Source: an optimization exercise on an open RTL-to-GDS flow (aim: small area). Production flows keep margins and buffers that such runs may drop.
The RTL was checked by simulation tests, not by an equivalence proof against the original design.
Power figures rest on the tool's default switching activity, not on a simulated workload.

File: flow/flow/run.sh
#!/bin/bash
# Standard ORFS layout (standard.sh, unchanged synthesis) with these changes:
#  - input/output port buffers use buf_1 instead of the default pick;
#  - clock tree synthesis with clkbuf_8 only, clusters of up to 16 sinks
#    within 50 um, and no dummy loads.
# Make's output goes to flow_make.log in the work folder; ORFS keeps each
# step's log under orfs/logs/.
set -euo pipefail
CTS="-sink_clustering_enable -repair_clock_nets -dont_use_dummy_load"
CTS="$CTS -buf_list {sky130_fd_sc_hd__clkbuf_8}"
CTS="$CTS -sink_clustering_size 16 -sink_clustering_max_diameter 50"
bash standard.sh finish \
  "BUFFER_PORTS_ARGS=-buffer_cell sky130_fd_sc_hd__buf_1" \
  "CTS_ARGS=$CTS" > flow_make.log 2>&1
test -f out/final.def
File: flow/config.mk
export PLATFORM = sky130hd
export DESIGN_NAME = btb_predictor
export DESIGN_NICKNAME = btb_predictor
export VERILOG_FILES = /design/flow/design.v
export SDC_FILE = /design/flow/constraint.sdc
export NUM_CORES = 4
export LEC_CHECK = 0
export CAP_MARGIN = 5
export CORE_MARGIN = 2
export CORE_UTILIZATION = 50
export CTS_BUF_LIST = sky130_fd_sc_hd__clkbuf_8
export CTS_CLUSTER_DIAMETER = 50
export CTS_CLUSTER_SIZE = 16
export PLACE_DENSITY = 0.8
export SETUP_SLACK_MARGIN = 0.3
export SLEW_MARGIN = 5
export SYNTH_HIERARCHICAL = 1
export SYNTH_MINIMUM_KEEP_SIZE = 0
File: flow/constraint.sdc
create_clock -name core_clock -period 8.0 [get_ports {i_clk}]
set_input_delay 1.6000 -clock core_clock [delete_from_list [all_inputs] [get_ports {i_clk}]]
set_output_delay 1.6000 -clock core_clock [all_outputs]
set_load 0.01 [all_outputs]
File: flow/standard.sh
#!/bin/bash
# synth_recipe.tcl (not shown) runs the flow's synth.tcl, then flattens the netlist and writes it again
# the make line also repeats each setting of config.mk as NAME=value (left out here)
make -C /OpenROAD-flow-scripts/flow DESIGN_CONFIG=/design/flow/config.mk WORK_HOME=/design/flow/orfs CLKGATE_MAP_FILE= SYNTH_SCRIPT=/design/flow/synth_recipe.tcl "${@:-finish}"
File: flow/design.v
module btb_predictor #(
   parameter int unsigned ENTRIES  = 32,
   parameter int unsigned ADDR_W   = 32,
   parameter logic [1:0]  CNT_INIT = 2'b01
) (
   input  logic              i_clk,
   input  logic              i_rst_n,
   input  logic [ADDR_W-1:0] i_pcF,
   output logic              o_pred_taken,
   output logic [ADDR_W-1:0] o_pred_target,
   input  logic              i_upd_vld,
   input  logic [ADDR_W-1:0] i_upd_pc,
   input  logic              i_upd_is_jmp,
   input  logic              i_upd_taken,
   input  logic [ADDR_W-1:0] i_upd_target,
   input  logic              i_upd_mispred,
   input  logic              i_flush_all,
   output logic [31:0]       o_perf_lookups,
   output logic [31:0]       o_perf_hits,
   output logic [31:0]       o_perf_mispred
);
   localparam int unsigned IDX_W = $clog2(ENTRIES);
   localparam int unsigned TAG_W = ADDR_W - IDX_W - 2;
   logic [ENTRIES-1:0]             valid_q;
   logic [ENTRIES-1:0][TAG_W-1:0]  tag_q;
   logic [ENTRIES-1:0][ADDR_W-1:0] target_q;
   logic [ENTRIES-1:0][1:0]        cnt_q;
   logic [IDX_W-1:0]   fetch_idx;
   logic [TAG_W-1:0]   fetch_tag;
   logic [IDX_W-1:0]   upd_idx;
   logic [TAG_W-1:0]   upd_tag;
   logic [ENTRIES-1:0] fsel;
   logic [ENTRIES-1:0] usel;
   assign fetch_idx = i_pcF[IDX_W+1:2];
   assign fetch_tag = i_pcF[ADDR_W-1:IDX_W+2];
   assign upd_idx   = i_upd_pc[IDX_W+1:2];
   assign upd_tag   = i_upd_pc[ADDR_W-1:IDX_W+2];
   always_comb begin
      for (int i = 0; i < ENTRIES; i++) begin
         fsel[i] = (fetch_idx == IDX_W'(i));
         usel[i] = (upd_idx == IDX_W'(i));
      end
   end
   localparam int unsigned FW = 2 + TAG_W + ADDR_W;    
   localparam int unsigned UW = 3 + TAG_W;             
   logic [ENTRIES-1:0][FW-1:0] f_row;
   logic [ENTRIES-1:0][UW-1:0] u_row;
   logic [FW-1:0] f_rd;
   logic [UW-1:0] u_rd;
   always_comb begin
      for (int i = 0; i < ENTRIES; i++) begin
         f_row[i] = {valid_q[i], cnt_q[i][1], tag_q[i], target_q[i]};
         u_row[i] = {valid_q[i], cnt_q[i], tag_q[i]};
      end
   end
   btb_predictor_rd #(.N(ENTRIES), .W(FW)) u_frd (.sel(fsel), .rows(f_row), .y(f_rd));
   btb_predictor_rd #(.N(ENTRIES), .W(UW)) u_urd (.sel(usel), .rows(u_row), .y(u_rd));
   logic              f_valid;
   logic              f_cnt1;
   logic [TAG_W-1:0]  f_tag;
   logic [ADDR_W-1:0] f_target;
   logic              fetch_hit;
   logic              u_valid;
   logic [1:0]        u_cnt;
   logic [TAG_W-1:0]  u_tag;
   logic              upd_hit;
   always_comb begin
      {f_valid, f_cnt1, f_tag, f_target} = f_rd;
      {u_valid, u_cnt, u_tag} = u_rd;
      fetch_hit     = f_valid && (f_tag == fetch_tag);
      o_pred_taken  = fetch_hit && f_cnt1;
      o_pred_target = {ADDR_W{o_pred_taken}} & f_target;
      upd_hit       = u_valid && (u_tag == upd_tag);
   end
   logic       wr_entry;    
   logic       wr_target;   
   logic       alloc;
   logic [1:0] new_cnt;
   always_comb begin
      alloc     = i_upd_vld && !upd_hit && i_upd_taken;
      wr_entry  = i_upd_vld && (upd_hit || i_upd_taken);
      wr_target = i_upd_vld && (i_upd_taken || (upd_hit && i_upd_is_jmp));
      if (i_upd_is_jmp)       new_cnt = 2'b11;
      else if (!upd_hit)      new_cnt = 2'b10;
      else if (i_upd_taken)   new_cnt = (u_cnt == 2'b11) ? 2'b11 : u_cnt + 2'b01;
      else                    new_cnt = (u_cnt == 2'b00) ? 2'b00 : u_cnt - 2'b01;
   end
   always_ff @(posedge i_clk or negedge i_rst_n) begin
      if (!i_rst_n) begin
         valid_q <= '0;
      end else if (i_flush_all) begin
         valid_q <= '0;
      end else if (alloc) begin
         valid_q <= valid_q | usel;
      end
   end
   logic [ENTRIES-1:0][TAG_W+1:0]  e_d;
   logic [ENTRIES-1:0][ADDR_W-1:0] t_d;
   for (genvar i = 0; i < ENTRIES; i++) begin : g_row
      logic we_e, we_t;
      assign we_e = wr_entry & usel[i];
      assign we_t = wr_target & usel[i];
      btb_predictor_hold #(.W(TAG_W+2)) u_he (
         .we(we_e), .we_n(~we_e), .d({upd_tag, new_cnt}), .q({tag_q[i], cnt_q[i]}), .y(e_d[i]));
      btb_predictor_hold #(.W(ADDR_W)) u_ht (
         .we(we_t), .we_n(~we_t), .d(i_upd_target), .q(target_q[i]), .y(t_d[i]));
   end
   always_ff @(posedge i_clk) begin
      for (int i = 0; i < ENTRIES; i++) begin
         {tag_q[i], cnt_q[i]} <= e_d[i];
         target_q[i]          <= t_d[i];
      end
   end
   logic [31:0] perf_lookups_q;
   logic [31:0] perf_hits_q;
   logic [31:0] perf_mispred_q;
   always_ff @(posedge i_clk or negedge i_rst_n) begin
      if (!i_rst_n) begin
         perf_lookups_q <= '0;
         perf_hits_q    <= '0;
         perf_mispred_q <= '0;
      end else begin
         perf_lookups_q <= perf_lookups_q + 32'd1;
         perf_hits_q    <= perf_hits_q + {31'd0, fetch_hit};
         perf_mispred_q <= perf_mispred_q + {31'd0, i_upd_vld & i_upd_mispred};
      end
   end
   assign o_perf_lookups = perf_lookups_q;
   assign o_perf_hits    = perf_hits_q;
   assign o_perf_mispred = perf_mispred_q;
endmodule
module btb_predictor_hold #(
   parameter int unsigned W = 1
) (
   input  logic         we,
   input  logic         we_n,
   input  logic [W-1:0] d,
   input  logic [W-1:0] q,
   output logic [W-1:0] y
);
   for (genvar b = 0; b < W; b++) begin : g_bit
      btb_predictor_hold1 u_h (.we(we), .we_n(we_n), .d(d[b]), .q(q[b]), .y(y[b]));
   end
endmodule
module btb_predictor_hold1 (
   input  logic we,
   input  logic we_n,
   input  logic d,
   input  logic q,
   output logic y
);
   assign y = (we & d) | (we_n & q);
endmodule
module btb_predictor_rd #(
   parameter int unsigned N = 32,
   parameter int unsigned W = 1
) (
   input  logic [N-1:0]        sel,
   input  logic [N-1:0][W-1:0] rows,
   output logic [W-1:0]        y
);
   localparam int unsigned G = N / 3;
   for (genvar b = 0; b < W; b++) begin : g_bit
      logic [G-1:0] t_n;
      logic         tail;
      for (genvar g = 0; g < G; g++) begin : g_grp
         btb_predictor_aoi222 u_aoi (
            .a0(sel[3*g]), .b0(rows[3*g][b]), .a1(sel[3*g+1]), .b1(rows[3*g+1][b]),
            .a2(sel[3*g+2]), .b2(rows[3*g+2][b]), .y(t_n[g]));
      end
      if (N % 3 == 2) begin : g_tail2
         btb_predictor_ao22 u_ao (
            .a0(sel[N-2]), .b0(rows[N-2][b]), .a1(sel[N-1]), .b1(rows[N-1][b]), .y(tail));
      end else if (N % 3 == 1) begin : g_tail1
         assign tail = sel[N-1] & rows[N-1][b];
      end else begin : g_tail0
         assign tail = 1'b0;
      end
      assign y[b] = ~&t_n | tail;
   end
endmodule
module btb_predictor_aoi222 (
   input  logic a0, b0, a1, b1, a2, b2,
   output logic y
);
   assign y = ~((a0 & b0) | (a1 & b1) | (a2 & b2));
endmodule
module btb_predictor_ao22 (
   input  logic a0, b0, a1, b1,
   output logic y
);
   assign y = (a0 & b0) | (a1 & b1);
endmodule
==> flow_summary.yaml, run 1 <==
run_status:
  status: "complete, no violations"
final_layout:
  regArea_mm2: 0.04100
  finalNetCount: 6717
  mostFrequentLayoutCells: "a22o_1 (1,975), dfxtp_1 (1,888), a222oi_1 (870), buf_4 (230), buf_1 (182)"
  final_cell_area_mm2: 0.08295
  multi_input_area_mm2: 0.03325
  drive_gt1_share_pct: 9.823
  fill_cells: 11897
  syn2layout_area_growth_pct: 12.60
  final_common_cell: "a22o_1"
floorplanning:
  core_mm2: 0.1459
  die_w_um: 387.8
  dieArea_mm2: 0.1504
  rows: 140
  floorplan.initialDensity_pct: 50.49
  die_y_um: 387.8
  io_pins: 232
global_route:
  track_usage_pct: 36.55
  busiest_layer: "met2"
  use_met2_pct: 50.03
  antenna_found_initial: 30
  grt_pass1_wl_um: 424800
  grt_pass1_vias: 65869
  met3_usage_pct: 13.47
  grt_max_degree: 69
  grtUsageMet1_pct: 46.86
  grt_overflow: 0
timing:
  max_freq_mhz: 127.7
  setup_violations: 0
  slew-limit-headroom_pct: 10.25
  finalSetupTns_ps: 0
  finalMaxSlewViolations: 0
  rsz0062_at_grt: "false"
  finClkSkew_ps: 98.28
  period_share_pct: 97.86
  period_needed_ps: 7829
  worstMarginPinSlew_ps: 1345
  hold_viol: 0
synthesis:
  avgSynthCellArea_um2: 12.35
  synth_top_area_cell: "dfxtp_1"
  synth_edf_count: 0
  yosysUniqueCellTypes: 44
  synthArstFlopShare_pct: 6.349
  synth-warning-count: 7
  ys_seq_area_share_pct: 55.66
  synthCells: 5963
  synthesis.area_mm2: 0.07367
  yosys-top-cells-area: "dfxtp_1 (51%), a22o_1 (23%), a222oi_1 (12%)"
  synth_flop_cell: "dfxtp_1"
  ys_ff_latch: 2016
  synth_top_area_share_pct: 51.31
  syn-num-nets: 6071
placed_design:
  port_buffers: 227
  placed_area_mm2: 0.08047
  dp_hpwl_um: 166000
  gp_congestion: 1.001
setup_path:
  arrival_ps: 6230
  critPathCaptureType: "primary output"
  critPathKind: "primary input to primary output"
  cp_cell_sequence: "buf_1 -> or3_4 -> nor2_4 -> buf_4 -> a222oi_1 -> nand4_1 -> or3_1 -> xor2_1 -> nor4_2 -> buf_4 -> nand3_1 -> nor4_4 -> buf_12 -> and2_1 -> buf_1"
  cp_max_fo: 33
  crit_path_start_kind: "primary input"
  worstPathRequired_ps: 6400
  cp_num_buf_inv: 5
  slowest_stage: "a222oi_1"
  critPathTopFamily: "simple AND/OR/NAND/NOR gates"
  max_stage_delay_ps: 530
pwr:
  vdd_drop_max_mv: 0.1784
  p_per_area_mw_per_mm2: 235.4
  p_leak_nw: 32.75
drt:
  first_iter_violations: 15318
  wl_per_cell_um: 34.27
  ant_nets: 0
  via_per_inst: 8.061
  via_count: 68869
  firstDrtPassIters: 14
  drc_errors: 0
  drt-total-wl_um: 292800
clock_tree:
  cts_tree: "done"
  cts_sinks: 2016
  htree_levels: 4
  clk_pin_slew_worst_paths_ps: 70
  clkLatencyLatePin_ps: 1010
  cts_inserted_buffers: 168
  cts-root-buf: "clkbuf_8"
  clk_path_buf_depth: 3
worst_hold_path:
  min_path_type: "flop to flop"
run:
  drv_cap: 0
[routing by layer]
metal	part of all wire [%]	vias to the layer above
met5	0.072	-
met4	8.4	32
met3	17	1381
met2	40	6631
met1	35	33293
li1	-	27532
[per-module statistics from Yosys (local to each module, per instance), a selection]
module | times used | area [µm²] | flip-flops and latches | cells
btb_predictor_hold1 | 1888 | 8.758 | 0 | 1
btb_predictor | 1 | 45370 | 2016 | 2770
btb_predictor_ao22 | 87 | 8.758 | 0 | 1
btb_predictor_aoi222 | 870 | 10.01 | 0 | 1
[repair_timing]
item | 4_1_cts | 5_1_grt
hold buffers | 0 | 0
setup endpoints to repair | 33 | 33
resized for setup | 4 | 9
pin swaps | 3 | 4
cloned | 3 | 3
buffers inserted | 2 | 0
[worst paths after layout]
kind,from,endpoint,slack (ps),depth (start not counted)
max,i_pcF[5],o_pred_target[9],170,15
max in group asynchronous,i_rst_n,perf_hits_q[30],5770,2
min,perf_lookups_q[31],perf_lookups_q[31],470,1
min reg2reg,perf_lookups_q[31],perf_lookups_q[31],470,1
min in group asynchronous,i_rst_n,perf_mispred_q[18],740,1
max reg2reg,tag_q[389],perf_hits_q[24],3190,15
[flip-flops by register name (all words and copies together), names as in the netlist]
register and cells:
tag_q 800, cnt_q 64, perf_lookups_q 32, perf_hits_q 32
perf_mispred_q 32, valid_q 32, target_q 1024
[kinds of logic (layout without fill, tap and decap cells)]
logic type                 count (synthesis)  count (layout)  share of synthesized area [%]
AOI/OAI and AO/OA                       2947            2947                          36.23
xor gates and xnor gates                 133             133                          1.581
adders and majority gates                  7               7                         0.1121
buffers and inverters                    112             750                         0.6522
DFF                                     2016            2016                          55.66
other                                      0              20                              0
and+or+nand+nor                          748             754                          5.771
[power by group]
group / total [W] / switching [W] / internal [W] / leakage (nW)
Combinational: 0.00210 / 0.00103 / 0.00107 / 14.2
Sequential: 0.0123 / 0.000891 / 0.0114 / 17.3
Clock: 0.00516 / 0.00328 / 0.00187 / 1.21
Total: 0.0195 / 0.00521 / 0.0143 / 32.7
[per-stage QoR]
step	worst slack, ps	hold slack [ps]	utilization [%]	instances	total power (W)
after floorplan	436.4	438.3	-	5963	0.01353
after global placement	134.4	450.3	55.15	8348	0.01426
after detailed placement	116.2	451.5	55.15	8348	0.01443
after CTS	369.9	470.6	56.78	8521	0.01936
after global routing	315.2	486.7	56.82	8529	0.02010
final	171.3	473.3	56.85	8544	0.01953
[synthesized netlist by cell type, types with 3 or more instances]
cell type	n
a22o_1	1975
dfxtp_1	1888
a222oi_1	870
dfrtp_1	128
nand3_1	123
nand4_1	121
nand2_1	109
nor2_1	98
or3_1	93
nand4b_1	85
xnor2_1	77
inv_1	74
xor2_1	56
and2_1	38
o21ai_0	32
o22ai_1	32
a21oi_2	30
clkbuf_1	30
nand2b_1	16
nor3_1	16
nor4_1	13
and3_1	10
and4_1	7
ha_1	5
nand3b_1	5
buf_12	3
buf_2	3
nor2b_1	3
[final cells by class]
| class | instances | area share (%) |
|---|---|---|
| antenna | 20 | 0.06033 |
| tap | 1917 | 2.892 |
| clock buffer | 168 | 2.787 |
| timing repair buffer | 508 | 4.410 |
| sequential | 2016 | 49.43 |
| multi-input combinational | 3841 | 40.09 |
| inverter | 74 | 0.3349 |
==> inputs of run 2 (changes only) <==
==> flow/config.mk (replaced) <==
export PLATFORM = sky130hd
export DESIGN_NAME = btb_predictor
export DESIGN_NICKNAME = btb_predictor
export VERILOG_FILES = /design/flow/design.v
export SDC_FILE = /design/flow/constraint.sdc
export NUM_CORES = 4
export LEC_CHECK = 0
export CAP_MARGIN = 10
export CORE_MARGIN = 2
export CORE_UTILIZATION = 50
export CTS_BUF_LIST = sky130_fd_sc_hd__clkbuf_8
export CTS_CLUSTER_DIAMETER = 50
export CTS_CLUSTER_SIZE = 16
export PLACE_DENSITY = 0.75
export SETUP_SLACK_MARGIN = 0.3
export SLEW_MARGIN = 10
export SYNTH_HIERARCHICAL = 1
export SYNTH_MINIMUM_KEEP_SIZE = 0
==> run 2 against run 1 <==
Effect of this change: still clean on timing, DRC and antenna; total power about the same; synthesized area is the same; cell area grew 0.11%; sequential cell count unchanged; sequential power about the same; fmax about the same; core utilization is 0.064 points higher; clock power is essentially flat; synthesized cell count unchanged; sequential share of layout area fell by 0.055 points; clock skew down 6.8 ps; critical path type unchanged.
==> flow_summary.yaml, run 2 <==
synthesis:
  synth_flop_cell: "dfxtp_1"
  ys_seq_area_share_pct: 55.66
  ys_ff_latch: 2016
  synth-warning-count: 7
  synthArstFlopShare_pct: 6.349
  synth_top_area_cell: "dfxtp_1"
  synthesis.area_mm2: 0.07367
  synthTopCellsByCount: "a22o_1 (1,975), dfxtp_1 (1,888), a222oi_1 (870), dfrtp_1 (128), nand3_1 (123)"
  synth_edf_count: 0
  synth_top_area_share_pct: 51.31
  avgSynthCellArea_um2: 12.35
  yosys-top-cells-area: "dfxtp_1 (51%), a22o_1 (23%), a222oi_1 (12%)"
  yosysUniqueCellTypes: 44
  synthCells: 5963
  yosysMostFrequentCell: "a22o_1"
  syn-num-nets: 6071
drt:
  wl_per_cell_um: 34.70
  via_count: 68421
  first_iter_violations: 14932
  ant_nets: 0
  firstDrtPassIters: 14
  drc_errors: 0
  via_per_inst: 7.976
  drt-total-wl_um: 297700
timing:
  slew-limit-headroom_pct: 6.634
  max_freq_mhz: 127.7
  worstMarginPinSlew_ps: 1395
  period_share_pct: 97.87
  hold_viol: 0
  rsz0062_at_grt: "false"
  finalMaxSlewViolations: 0
  period_needed_ps: 7829
  finClkSkew_ps: 91.50
  setup_violations: 0
  finalSetupTns_ps: 0
  worst_slack_ps: 170.6
global_route:
  grt_pass1_vias: 65663
  grt_pass1_wl_um: 431100
  antenna_found_initial: 32
  grt_max_degree: 77
  grt_overflow: 0
  track_usage_pct: 37.51
setup_path:
  critPathKind: "primary input to primary output"
  critPathCaptureType: "primary output"
  crit_start: "i_pcF[6]"
  crit_path_start_kind: "primary input"
  arrival_ps: 6230
  regToRegStartpoint: "tag_q[384]"
  worstPathRequired_ps: 6400
  cp_max_fo: 33
pwr:
  p_per_area_mw_per_mm2: 235.2
  clockPowerShare_pct: 26.5
  vdd_drop_max_mv: 0.1958
  combPwrFrac_pct: 10.7
  switchingPower_w: 0.005183
  p_leak_nw: 32.93
  p_seq_share_pct: 62.8
  p_int_w: 0.01435
  sw_frac_of_total_pct: 26.53
worst_hold_path:
  min_path_type: "flop to flop"
  hp-start: "target_q[687]"
placed_design:
  dp_slack_ps: 152.0
  port_buffers: 227
  gp_congestion: 1.014
  dp_hpwl_um: 172600
  placed_area_mm2: 0.08061
clock_tree:
  cts_sinks: 2016
  cts-root-buf: "clkbuf_8"
  cts_tree: "done"
  clk_pin_slew_worst_paths_ps: 40
  clk_path_buf_depth: 3
  cts_inserted_buffers: 171
  clkLatencyLatePin_ps: 960
  htree_levels: 4
run:
  drv_cap: 0
final_layout:
  final_common_cell: "a22o_1"
  multi_input_area_mm2: 0.03319
  largest_register: "target_q"
  final_cell_area_mm2: 0.08304
  regArea_mm2: 0.04100
  syn2layout_area_growth_pct: 12.73
  finalNetCount: 6757
  fill_cells: 12056
  mostFrequentLayoutCells: "a22o_1 (1,975), dfxtp_1 (1,888), a222oi_1 (870), buf_4 (289), buf_1 (177)"
  drive_gt1_share_pct: 10.38
  largest_reg_flops: 1024
run_status:
  status: "complete, no violations"
floorplanning:
  die_w_um: 387.8
  dieArea_mm2: 0.1504
  io_pins: 232
  rows: 140
  die_y_um: 387.8
  core_mm2: 0.1459
  floorplan.initialDensity_pct: 50.49
## run 2: cell counts after synthesis
No cell type changed its count.
## run 2: worst max-delay path, stage by stage
cell      delay [ps]
buf_2            280
nand2b_1         150
buf_4            280
nor2_4           200
buf_4            290
a222oi_1         430
nand4_1          510
or3_1            620
xor2_1           180
nor4_2           400
nand3_2          260
nor4_4           380
buf_12           260
and2_1           160
buf_1            180
## run 2: per-module statistics from Yosys, one instance, submodules excluded, excerpt
module / area, µm² / cells
btb_predictor: 45370 / 2770
btb_predictor_hold1: 8.758 / 1
btb_predictor_ao22: 8.758 / 1
btb_predictor_aoi222: 10.01 / 1
## run 2: stage by stage
step	power (W)	std cells	hold slack (ps)	util, %
2_1_floorplan	0.01353	5963	438.3	-
3_3_place_gp	0.01429	8391	450.5	55.25
3_5_place_dp	0.01443	8391	451.9	55.25
4_1_cts	0.01942	8562	470.1	56.86
5_1_grt	0.02014	8571	478.5	56.90
6_report	0.01954	8578	469.5	56.91
## run 2: power by group through the flow
stage / registers, W / clock network (W) / logic [W]
floorplan: 0.0122 / 0 / 0.00133
global placement: 0.0124 / 0 / 0.00193
detailed placement: 0.0124 / 0 / 0.00201
CTS: 0.0122 / 0.00518 / 0.00202
global route: 0.0124 / 0.00553 / 0.00221
finish: 0.0123 / 0.00518 / 0.00209
## run 2: path summary, 6_finish.rpt
kind	end	slack, ps	cells after the start
setup / recovery	o_pred_target[12]	170	15
hold / removal	target_q[687]	470	1
setup reg to reg	target_q[66]	3160	11
hold reg to reg	target_q[687]	470	1
max in group asynchronous	perf_hits_q[7]	5760	2
min in group asynchronous	perf_lookups_q[3]	720	1
## run 2: area by class of cell
class | instances | share of cell area [%]
flip-flops and latches | 2016 | 49.37
multi-input cells | 3835 | 39.97
repair buffers | 551 | 4.561
well taps | 1917 | 2.888
clock buffers | 171 | 2.834
inverters | 74 | 0.3345
diodes | 14 | 0.04219
## run 2: cells by family after synthesis
| logic type | count (synthesis) | synth area share, % |
|---|---|---|
| flip-flops | 2016 | 55.66 |
| adder cells (fa/ha/maj) | 7 | 0.1121 |
| XOR/XNOR | 133 | 1.581 |
| buffers and inverters | 112 | 0.6522 |
| AND/OR/NAND/NOR | 748 | 5.771 |
| AO/OA/AOI/OAI | 2947 | 36.23 |
## run 2: repair_timing
| item | 4_1_cts | 5_1_grt |
|---|---|---|
| setup endpoints to repair | 33 | 33 |
| endpoints found under the hold margin | 0 | 0 |
| hold buffers | 0 | 0 |
| resized for setup | 3 | 4 |
| buffers inserted | 0 | 2 |
| gates cloned | 0 | 0 |
| pin swaps | 0 | 3 |
## run 2: layer usage
metal	GRT usage [%]	share of wire, %	wire [µm]
met5	0.2871	0.12	364
met2	52.14	40	119900
met1	48.18	36	106500
met4	26.54	7.8	23340
met3	13.25	16	47520

static timing again, ports no longer ideal:
How much do the figures lean on ideal ports? The routed layouts below were timed once more, with nothing changed but the port constraints. Step 1 assumes that a clkbuf_16 drives the clock port and a buf_2 every other input. Step 2 moves the port delays by t, midway between the first and last clock arrival at a register: inputs arrive t later, outputs are due t later. That takes back most of the time a late clock gives input paths. Three values: ideal, step 1, step 2; two values: the first two.
run	t, ns	setup WS [ns]	hold WS [ns]	pins driven straight from the clock port
run 1	1.050	0.171 / -0.040 / -0.040	0.473 / 0.473 / 0.473	1
run 2	0.998	0.171 / 0.034 / 0.034	0.470 / 0.470 / 0.470	1
With both steps, setup timing fails in run 1, where it was met with ideal ports. The setup slack of run 1, which loses most, moves by -0.211 ns with the drivers and by -0.211 ns with both steps.
